Context: an optimization exercise on an open-source flow, tuned for small area and a short achievable clock period. The choices shown serve that exercise and are no tape-out recipe. The RTL was checked by simulation tests, not by an equivalence proof against the original design. No activity file was given, so power comes from the tool's default toggle rates.

==> ember <==
// hyctl_top
module hyctl_top (
    input  logic                          clk,
    input  logic                          reset,
    input  logic [7:0]                    io_port_id,
    input  logic [7:0]                    io_out_port,
    input  logic                          io_write_strobe,
    input  logic                          io_read_strobe,
    output logic [7:0]                    in_port,
    input  logic                          udp_rx_start,
    input  logic [7:0]                    udp_rx_data,
    input  logic                          udp_rx_valid,
    input  logic                          udp_rx_last,
    input  logic [31:0]                   udp_rx_src_ip,
    input  logic [15:0]                   udp_rx_src_port,
    input  logic                          udp_tx_ready,
    input  logic [1:0]                    udp_tx_result,
    output logic                          udp_tx_start,
    output logic [7:0]                    udp_tx_data,
    output logic                          udp_tx_valid,
    output logic                          udp_tx_last,
    output logic [6:0]                    udp_tx_length,
    output logic [31:0]                   udp_tx_dst_ip,
    output logic [15:0]                   udp_tx_dst_port,
    input  logic [31:0]                   ext_ip,
    input  logic                          ext_ip_force,
    output logic                          ip_dhcp_reset,
    output logic [31:0]                   ip_static_ip,
    output logic                          ip_static_ip_valid,
    output logic                          stream_linked,
    output logic [31:0]                   stream_ip,
    output logic [15:0]                   stream_udp_port
);
==> flow/config.mk <==
export PLATFORM = sky130hd
export DESIGN_NAME = hyctl_top
export DESIGN_NICKNAME = hyctl_top
export VERILOG_FILES = /design/flow/design.v
export SDC_FILE = /design/flow/constraint.sdc
export NUM_CORES = 4
export LEC_CHECK = 0
export CAP_MARGIN = 20
export CORE_MARGIN = 2
export CORE_UTILIZATION = 45
export CTS_BUF_LIST = sky130_fd_sc_hd__clkbuf_8
export PLACE_DENSITY = 0.6
export SETUP_SLACK_MARGIN = 2.0
export SLEW_MARGIN = 20
export SYNTH_HIERARCHICAL = 1
export SYNTH_MINIMUM_KEEP_SIZE = 0
==> flow/constraint.sdc <==
create_clock -name core_clock -period 5.0 [get_ports {clk}]
set_input_delay 1.0000 -clock core_clock [delete_from_list [all_inputs] [get_ports {clk}]]
set_output_delay 1.0000 -clock core_clock [all_outputs]
set_load 0.01 [all_outputs]
standard.sh (not shown) runs the stock make flow with config.mk's settings and CLKGATE_MAP_FILE= SYNTH_SCRIPT=/design/flow/synth_recipe.tcl, a recipe that flattens the netlist after the stock synthesis.
==> flow/flow/run.sh <==
#!/bin/bash
# The standard layout (standard.sh), with one change: the port buffers
# that buffer_ports inserts are plain sky130_fd_sc_hd__buf_2 cells instead of
# the default cell it picks (a slow delay buffer). Every input and output
# port still gets its own buffer. The full make output goes to
# standard_make.log in the work folder.
set -euo pipefail
bash standard.sh "BUFFER_PORTS_ARGS=-buffer_cell sky130_fd_sc_hd__buf_2" finish > standard_make.log 2>&1
==> inputs of zinc, as changes to ember <==
--- a/flow/design.v
+++ b/flow/design.v
@@ -66,18 +66,48 @@
         logic [IP_W-1:0]       ip;
         logic [UDP_PORT_W-1:0] udp_port;
     } stream_cfg_t;
 endpackage
 `timescale 1ns/100ps
+module hyctl_predec (
+    input  logic       use_cnt,
+    input  logic [6:0] cnt,
+    input  logic [6:0] bus,
+    output logic [7:0] lo,
+    output logic [15:0] hi
+);
+    always_comb begin
+        for (int i = 0; i < 8; i++) begin
+            lo[i] = (use_cnt && (cnt[2:0] == i[2:0])) || (!use_cnt && (bus[2:0] == i[2:0]));
+        end
+        for (int i = 0; i < 16; i++) begin
+            hi[i] = (use_cnt && (cnt[6:3] == i[3:0])) || (!use_cnt && (bus[6:3] == i[3:0]));
+        end
+    end
+endmodule
+module hyctl_rd_out (
+    input  logic z,
+    input  logic sel_n,
+    input  logic other_n,
+    output logic y
+);
+    assign y = !((z || sel_n) && other_n);
+endmodule
+module hyctl_bit_next (
+    input  logic we_n,
+    input  logic wd_n,
+    input  logic q,
+    output logic d
+);
+    assign d = (we_n || !wd_n) && (!we_n || q);
+endmodule
 module hyctl_row_sel (
-    input  logic lo_a,
-    input  logic lo_b,
-    input  logic hi_a,
-    input  logic hi_b,
+    input  logic lo,
+    input  logic hi,
     output logic sel_n
 );
-    assign sel_n = !((lo_a || lo_b) && (hi_a || hi_b));
+    assign sel_n = !(lo && hi);
 endmodule
 module hyctl_rd_pair (
     input  logic a0,
     input  logic s0_n,
     input  logic a1,
@@ -197,12 +227,10 @@
     logic [AW-1:0]         tx_cnt_q;
     logic [31:0]           pkt_ip_q;
     logic [15:0]           pkt_port_q;
     logic [AW-1:0]         addr_q;
     logic                  use_cnt_q;
-    logic [7:0]            cnt_lo_q;
-    logic [15:0]           cnt_hi_q;
     logic                  rx_start_edge;
     logic                  capture_go;
     logic                  rx_active;
     logic                  rx_byte;
     logic                  rx_done;
@@ -212,10 +240,11 @@
     logic [AW-1:0]         addr_next;
     logic                  rx_next;
     logic                  tx_next;
     logic                  arm_next;
     logic [BW-1:0]         buf_rdata;
+    logic [BW-1:0]         tx_d;
     logic [BW-1:0]         buf_first;
     assign rx_start_edge = udp_rx_start && !rx_start_q;
     assign capture_go    = arm_q && rx_start_edge && !transmitting_q;
     assign rx_active     = receiving_q || capture_go;
     assign rx_byte       = rx_active && udp_rx_valid;
@@ -243,16 +272,10 @@
         addr_q         <= addr_next;
         receiving_q    <= rx_next;
         transmitting_q <= tx_next;
         arm_q          <= arm_next;
         use_cnt_q      <= rx_next || tx_next;
-        for (int i = 0; i < 8; i++) begin
-            cnt_lo_q[i] <= (rx_next || tx_next) && (addr_next[2:0] == i[2:0]);
-        end
-        for (int i = 0; i < 16; i++) begin
-            cnt_hi_q[i] <= (rx_next || tx_next) && (addr_next[6:3] == i[3:0]);
-        end
         if (reset) begin
             rx_start_q <= 1'b0;
             tx_start_q <= 1'b0;
         end else begin
             rx_start_q <= udp_rx_start;
@@ -262,14 +285,12 @@
                 tx_start_q <= 1'b0;
             end
         end
     end
     always_ff @(posedge clk) begin
-        if (tx_go) begin
-            tx_data_q <= buf_first;
-        end else if (tx_fire) begin
-            tx_data_q <= buf_rdata;
+        if (tx_go || tx_fire) begin
+            tx_data_q <= tx_d;
         end
         if (tx_go || tx_fire) begin
             tx_last_q <= (addr_inc == tx_cnt_q);
         end
     end
@@ -293,47 +314,59 @@
     logic [BW-1:0]         buf_wdata;
     logic                  buf_we;
     logic                  buf_we0;
     logic [7:0]            dec_lo;
     logic [15:0]           dec_hi;
-    logic [7:0]            bus_lo;
-    logic [15:0]           bus_hi;
+    logic [7:0]            dec_lo_w;
+    logic [15:0]           dec_hi_w;
     logic [DEPTH-1:0]      sel_n;
     logic [DEPTH-1:0]      row_we;
     logic [DEPTH*BW-1:0]   mem_q;
+    logic [DEPTH*BW-1:0]   mem_d;
     logic [BW-1:0]         rd_zero;
+    logic [BW-1:0]         tx_zero;
     assign buf_wdata = rx_active ? udp_rx_data : io_out_port;
     assign buf_we    = receiving_q ? udp_rx_valid : (!transmitting_q && !capture_go && buf_wr);
     assign buf_we0   = capture_go && !receiving_q && udp_rx_valid;
+    hyctl_predec u_predec_rd (
+        .use_cnt (use_cnt_q),
+        .cnt     (addr_q),
+        .bus     (io_port_id[AW-1:0]),
+        .lo      (dec_lo),
+        .hi      (dec_hi)
+    );
+    hyctl_predec u_predec_wr (
+        .use_cnt (use_cnt_q),
+        .cnt     (addr_q),
+        .bus     (io_port_id[AW-1:0]),
+        .lo      (dec_lo_w),
+        .hi      (dec_hi_w)
+    );
     always_comb begin
-        for (int i = 0; i < 8; i++) begin
-            bus_lo[i] = !use_cnt_q && (io_port_id[2:0] == i[2:0]);
-            dec_lo[i] = cnt_lo_q[i] || bus_lo[i];
-        end
-        for (int i = 0; i < 16; i++) begin
-            bus_hi[i] = !use_cnt_q && (io_port_id[6:3] == i[3:0]);
-            dec_hi[i] = cnt_hi_q[i] || bus_hi[i];
-        end
         for (int r = 0; r < DEPTH; r++) begin
-            row_we[r] = buf_we && dec_lo[r % 8] && dec_hi[r / 8];
+            row_we[r] = buf_we && dec_lo_w[r % 8] && dec_hi_w[r / 8];
         end
         row_we[0] = row_we[0] || buf_we0;
     end
     for (genvar r = 0; r < DEPTH; r++) begin : g_sel
         hyctl_row_sel u_sel (
-            .lo_a  (cnt_lo_q[r % 8]),
-            .lo_b  (bus_lo[r % 8]),
-            .hi_a  (cnt_hi_q[r / 8]),
-            .hi_b  (bus_hi[r / 8]),
+            .lo    (dec_lo[r % 8]),
+            .hi    (dec_hi[r / 8]),
             .sel_n (sel_n[r])
         );
     end
     for (genvar r = 0; r < DEPTH; r++) begin : g_row
+        for (genvar b = 0; b < BW; b++) begin : g_bit
+            hyctl_bit_next u_next (
+                .we_n (!row_we[r]),
+                .wd_n (!buf_wdata[b]),
+                .q    (mem_q[r*BW + b]),
+                .d    (mem_d[r*BW + b])
+            );
+        end
         always_ff @(posedge clk) begin
-            if (row_we[r]) begin
-                mem_q[r*BW +: BW] <= buf_wdata;
-            end
+            mem_q[r*BW +: BW] <= mem_d[r*BW +: BW];
         end
     end
     for (genvar b = 0; b < BW; b++) begin : g_bit
         logic [DEPTH/2-1:0]  pair_n;
         logic [DEPTH/4-1:0]  l1;
@@ -356,31 +389,49 @@
         end
         for (genvar q = 0; q < DEPTH / 32; q++) begin : g_l3
             hyctl_nor2 u_nor (.a(l2[2*q +: 2]), .y(l3[q]));
         end
         hyctl_nand4 u_out (.a(l3), .y(rd_zero[b]));
+        hyctl_nand4 u_out_tx (.a(l3), .y(tx_zero[b]));
     end
     assign buf_rdata = ~rd_zero;
     assign buf_first = mem_q[BW-1:0];
+    for (genvar b = 0; b < BW; b++) begin : g_tx_d
+        hyctl_rd_out u_tx_d (
+            .z       (tx_zero[b]),
+            .sel_n   (tx_go),
+            .other_n (!(tx_go && buf_first[b])),
+            .y       (tx_d[b])
+        );
+    end
     logic [31:0]           ip_src;
+    logic [BW-1:0]         rd_other;
     logic [BW-1:0]         rd_next;
     logic [BW-1:0]         rd_q;
     assign ip_src = (!use_static_q || ext_ip_force) ? ext_ip : my_ip_q;
     always_comb begin
-        rd_next = '0;
+        rd_other = '0;
         if (io_port_id[7]) begin
-            rd_next = buf_rdata;
+            rd_other = '0;
         end else if (hit_my_ip) begin
-            rd_next = ip_src[byte_sel*BW +: BW];
+            rd_other = ip_src[byte_sel*BW +: BW];
         end else if (io_port_id == hyctl_pkg::PORT_TX_LEN) begin
-            rd_next = {1'b0, rx_done ? addr_q : tx_cnt_q - 1'b1};
+            rd_other = {1'b0, rx_done ? addr_q : tx_cnt_q - 1'b1};
         end else if (io_port_id == hyctl_pkg::PORT_PKT_CTRL) begin
-            rd_next[hyctl_pkg::PKT_CTRL_TX_BIT]  = tx_next;
-            rd_next[STAT_RX_BIT]                 = rx_next;
-            rd_next[hyctl_pkg::PKT_CTRL_ARM_BIT] = arm_next;
+            rd_other[hyctl_pkg::PKT_CTRL_TX_BIT]  = tx_next;
+            rd_other[STAT_RX_BIT]                 = rx_next;
+            rd_other[hyctl_pkg::PKT_CTRL_ARM_BIT] = arm_next;
         end
     end
+    for (genvar b = 0; b < BW; b++) begin : g_rd_next
+        hyctl_rd_out u_rd_next (
+            .z       (rd_zero[b]),
+            .sel_n   (!io_port_id[7]),
+            .other_n (!rd_other[b]),
+            .y       (rd_next[b])
+        );
+    end
     always_ff @(posedge clk) begin
         rd_q <= rd_next;
     end
     assign in_port            = rd_q;
     assign udp_tx_start       = tx_start_q;
==> flow/flow/run.sh (replaced) <==
#!/bin/bash
# The standard layout (standard.sh), with one change: the port buffers
# that buffer_ports inserts are plain sky130_fd_sc_hd__buf_1 cells instead of
# the default cell it picks (a slow delay buffer). Every input and output
# port still gets its own buffer. The full make output goes to
# standard_make.log in the work folder.
set -euo pipefail
bash standard.sh "BUFFER_PORTS_ARGS=-buffer_cell sky130_fd_sc_hd__buf_1" finish > standard_make.log 2>&1
CTS_CLUSTER_DIAMETER = 80   (was unset)
CTS_CLUSTER_SIZE = 12   (was unset)
SETUP_SLACK_MARGIN = 2.6   (was 2.0)
TNS_END_PERCENT = 10   (was unset)
==> inputs of maple, as changes to ember <==
--- a/flow/design.v
+++ b/flow/design.v
@@ -66,18 +66,24 @@
         logic [IP_W-1:0]       ip;
         logic [UDP_PORT_W-1:0] udp_port;
     } stream_cfg_t;
 endpackage
 `timescale 1ns/100ps
+module hyctl_bit_next (
+    input  logic we_n,
+    input  logic wd_n,
+    input  logic q,
+    output logic d
+);
+    assign d = (we_n || !wd_n) && (!we_n || q);
+endmodule
 module hyctl_row_sel (
-    input  logic lo_a,
-    input  logic lo_b,
-    input  logic hi_a,
-    input  logic hi_b,
+    input  logic lo,
+    input  logic hi,
     output logic sel_n
 );
-    assign sel_n = !((lo_a || lo_b) && (hi_a || hi_b));
+    assign sel_n = !(lo && hi);
 endmodule
 module hyctl_rd_pair (
     input  logic a0,
     input  logic s0_n,
     input  logic a1,
@@ -197,12 +203,10 @@
     logic [AW-1:0]         tx_cnt_q;
     logic [31:0]           pkt_ip_q;
     logic [15:0]           pkt_port_q;
     logic [AW-1:0]         addr_q;
     logic                  use_cnt_q;
-    logic [7:0]            cnt_lo_q;
-    logic [15:0]           cnt_hi_q;
     logic                  rx_start_edge;
     logic                  capture_go;
     logic                  rx_active;
     logic                  rx_byte;
     logic                  rx_done;
@@ -243,16 +247,10 @@
         addr_q         <= addr_next;
         receiving_q    <= rx_next;
         transmitting_q <= tx_next;
         arm_q          <= arm_next;
         use_cnt_q      <= rx_next || tx_next;
-        for (int i = 0; i < 8; i++) begin
-            cnt_lo_q[i] <= (rx_next || tx_next) && (addr_next[2:0] == i[2:0]);
-        end
-        for (int i = 0; i < 16; i++) begin
-            cnt_hi_q[i] <= (rx_next || tx_next) && (addr_next[6:3] == i[3:0]);
-        end
         if (reset) begin
             rx_start_q <= 1'b0;
             tx_start_q <= 1'b0;
         end else begin
             rx_start_q <= udp_rx_start;
@@ -293,47 +291,56 @@
     logic [BW-1:0]         buf_wdata;
     logic                  buf_we;
     logic                  buf_we0;
     logic [7:0]            dec_lo;
     logic [15:0]           dec_hi;
+    logic [7:0]            cnt_lo;
+    logic [15:0]           cnt_hi;
     logic [7:0]            bus_lo;
     logic [15:0]           bus_hi;
     logic [DEPTH-1:0]      sel_n;
     logic [DEPTH-1:0]      row_we;
     logic [DEPTH*BW-1:0]   mem_q;
+    logic [DEPTH*BW-1:0]   mem_d;
     logic [BW-1:0]         rd_zero;
     assign buf_wdata = rx_active ? udp_rx_data : io_out_port;
     assign buf_we    = receiving_q ? udp_rx_valid : (!transmitting_q && !capture_go && buf_wr);
     assign buf_we0   = capture_go && !receiving_q && udp_rx_valid;
     always_comb begin
         for (int i = 0; i < 8; i++) begin
+            cnt_lo[i] = use_cnt_q && (addr_q[2:0] == i[2:0]);
             bus_lo[i] = !use_cnt_q && (io_port_id[2:0] == i[2:0]);
-            dec_lo[i] = cnt_lo_q[i] || bus_lo[i];
+            dec_lo[i] = cnt_lo[i] || bus_lo[i];
         end
         for (int i = 0; i < 16; i++) begin
+            cnt_hi[i] = use_cnt_q && (addr_q[6:3] == i[3:0]);
             bus_hi[i] = !use_cnt_q && (io_port_id[6:3] == i[3:0]);
-            dec_hi[i] = cnt_hi_q[i] || bus_hi[i];
+            dec_hi[i] = cnt_hi[i] || bus_hi[i];
         end
         for (int r = 0; r < DEPTH; r++) begin
             row_we[r] = buf_we && dec_lo[r % 8] && dec_hi[r / 8];
         end
         row_we[0] = row_we[0] || buf_we0;
     end
     for (genvar r = 0; r < DEPTH; r++) begin : g_sel
         hyctl_row_sel u_sel (
-            .lo_a  (cnt_lo_q[r % 8]),
-            .lo_b  (bus_lo[r % 8]),
-            .hi_a  (cnt_hi_q[r / 8]),
-            .hi_b  (bus_hi[r / 8]),
+            .lo    (dec_lo[r % 8]),
+            .hi    (dec_hi[r / 8]),
             .sel_n (sel_n[r])
         );
     end
     for (genvar r = 0; r < DEPTH; r++) begin : g_row
+        for (genvar b = 0; b < BW; b++) begin : g_bit
+            hyctl_bit_next u_next (
+                .we_n (!row_we[r]),
+                .wd_n (!buf_wdata[b]),
+                .q    (mem_q[r*BW + b]),
+                .d    (mem_d[r*BW + b])
+            );
+        end
         always_ff @(posedge clk) begin
-            if (row_we[r]) begin
-                mem_q[r*BW +: BW] <= buf_wdata;
-            end
+            mem_q[r*BW +: BW] <= mem_d[r*BW +: BW];
         end
     end
     for (genvar b = 0; b < BW; b++) begin : g_bit
         logic [DEPTH/2-1:0]  pair_n;
         logic [DEPTH/4-1:0]  l1;
==> flow/flow/run.sh (replaced) <==
#!/bin/bash
# The standard layout (standard.sh), with one change: the port buffers
# that buffer_ports inserts are plain sky130_fd_sc_hd__buf_1 cells instead of
# the default cell it picks (a slow delay buffer). Every input and output
# port still gets its own buffer. The full make output goes to
# standard_make.log in the work folder.
set -euo pipefail
bash standard.sh "BUFFER_PORTS_ARGS=-buffer_cell sky130_fd_sc_hd__buf_1" finish > standard_make.log 2>&1
CTS_CLUSTER_DIAMETER = 80   (was unset)
CTS_CLUSTER_SIZE = 12   (was unset)
SETUP_SLACK_MARGIN = 2.9   (was 2.0)
TNS_END_PERCENT = 10   (was unset)
==> results.txt <==
- Register-to-register slack: zinc > maple > ember.
- Of zinc and ember, ember has the higher die area (gap 3.5%, measured against ember).
- The lowest global-route usage belongs to ember, the highest to zinc.
- Hold slack: ember is lower than maple (12 ps).
- In zinc the utilization is higher than in ember, by 0.25 points.
- Routed wire length, highest first: maple, zinc, ember.
- The highest critical path depth belongs to maple, the lowest to ember.
- Non-clock buffer count, lowest first: ember, zinc, maple.
- Via count, highest first: maple, zinc, ember.
- Fmax: ember < maple < zinc.
==> figures <==
| quantity | ember | maple | zinc |
|---|---|---|---|
| Sequential element share of the synthesized area | 0.794 | 0.585 | 0.578 |
| Beginning of the worst hold path | udp_rx_src_ip[18] | udp_rx_src_ip[7] | udp_rx_src_ip[16] |
| Share of cell area taken by muxes after synthesis | 0.0129 | 0.0130 | 0.0115 |
| Cell type contributing the most total cell area after synthesis | sky130_fd_sc_hd__edfxtp_1 | sky130_fd_sc_hd__dfxtp_1 | sky130_fd_sc_hd__dfxtp_1 |
| Sw frac | 0.220 | 0.257 | 0.251 |
| Number of flops mapped to enable cells by yosys | 1168 | 144 | 144 |
| Share of synthesized cell area in full adder, half adder and majority cells | 0.00276 | 0.00434 | 0.00286 |
| Critical Setup Path Class | primary input to register | primary input to register | register to register |
| Post-placement cell area | 0.0494 mm^2 | 0.0464 mm^2 | 0.0472 mm^2 |
| Synth-to-Final Area Change | 20.4% | 25.2% | 21.1% |
| Result of the run | timing/DRC/antenna clean | timing/DRC/antenna clean | timing/DRC/antenna clean |
| Static Leakage | 0.0188 uW | 0.0207 uW | 0.0193 uW |
| Number of standard-cell rows in the floorplan | 116 | 113 | 114 |
| Number of cells traversed by the worst register-to-register path | 9 | 13 | 13 |
| Sequential cells | 1216 | 1192 | 1192 |
| Sequential power | 11200 uW | 10300 uW | 10100 uW |
| Primary FF master, synth | sky130_fd_sc_hd__edfxtp_1 | sky130_fd_sc_hd__dfxtp_1 | sky130_fd_sc_hd__dfxtp_1 |
| Overall via count from detail_route | 30200 | 39700 | 39200 |
| Number of different library cells in the post-synthesis netlist | 71 | 64 | 70 |
| Most frequent standard cell in the layout excluding fill and tap cells | sky130_fd_sc_hd__edfxtp_1 | sky130_fd_sc_hd__nand2_1 | sky130_fd_sc_hd__nand2_1 |
| Met1 Resource Use GR | 0.349 | 0.422 | 0.427 |
Testbench counts of ember, summed over its fixed seeds: tx cycles 5,394, tx bytes 3,981.
Testbench counts of zinc, summed over its fixed seeds: tx cycles 5,394, tx bytes 3,981.
Testbench counts of maple, summed over its fixed seeds: tx cycles 5,394, tx bytes 3,981.

-- what the ideal ports hide --
How much do the figures lean on ideal ports? The routed layouts below were timed once more, with nothing changed but the port constraints.
Step 1 (the two cells are an assumption about what drives the block):
set clk [get_ports {clk}]
set_driving_cell -lib_cell sky130_fd_sc_hd__clkbuf_16 $clk
set_driving_cell -lib_cell sky130_fd_sc_hd__buf_2 [delete_from_list [all_inputs] $clk]
Step 2, shift: input delay + t, output delay - t, t = (earliest + latest rising clock arrival at the registers) / 2. This alone moves slack from input paths to output paths.
Three values: ideal, step 1, step 2; two values: the first two.
run	shift t [ns]	setup WS [ns]	worst setup path at the end	cell pins on the clock port's net
ember	0.901	1.970 / 1.995 / 1.093	input to register	1
zinc	0.851	2.349 / 2.312 / 1.481	input to register	1
maple	0.857	2.061 / 2.073 / 1.217	input to register	1
After both steps every run listed still meets setup and hold. The setup slack of ember, which loses most, moves by +0.025 ns with the drivers and by -0.877 ns with both steps.
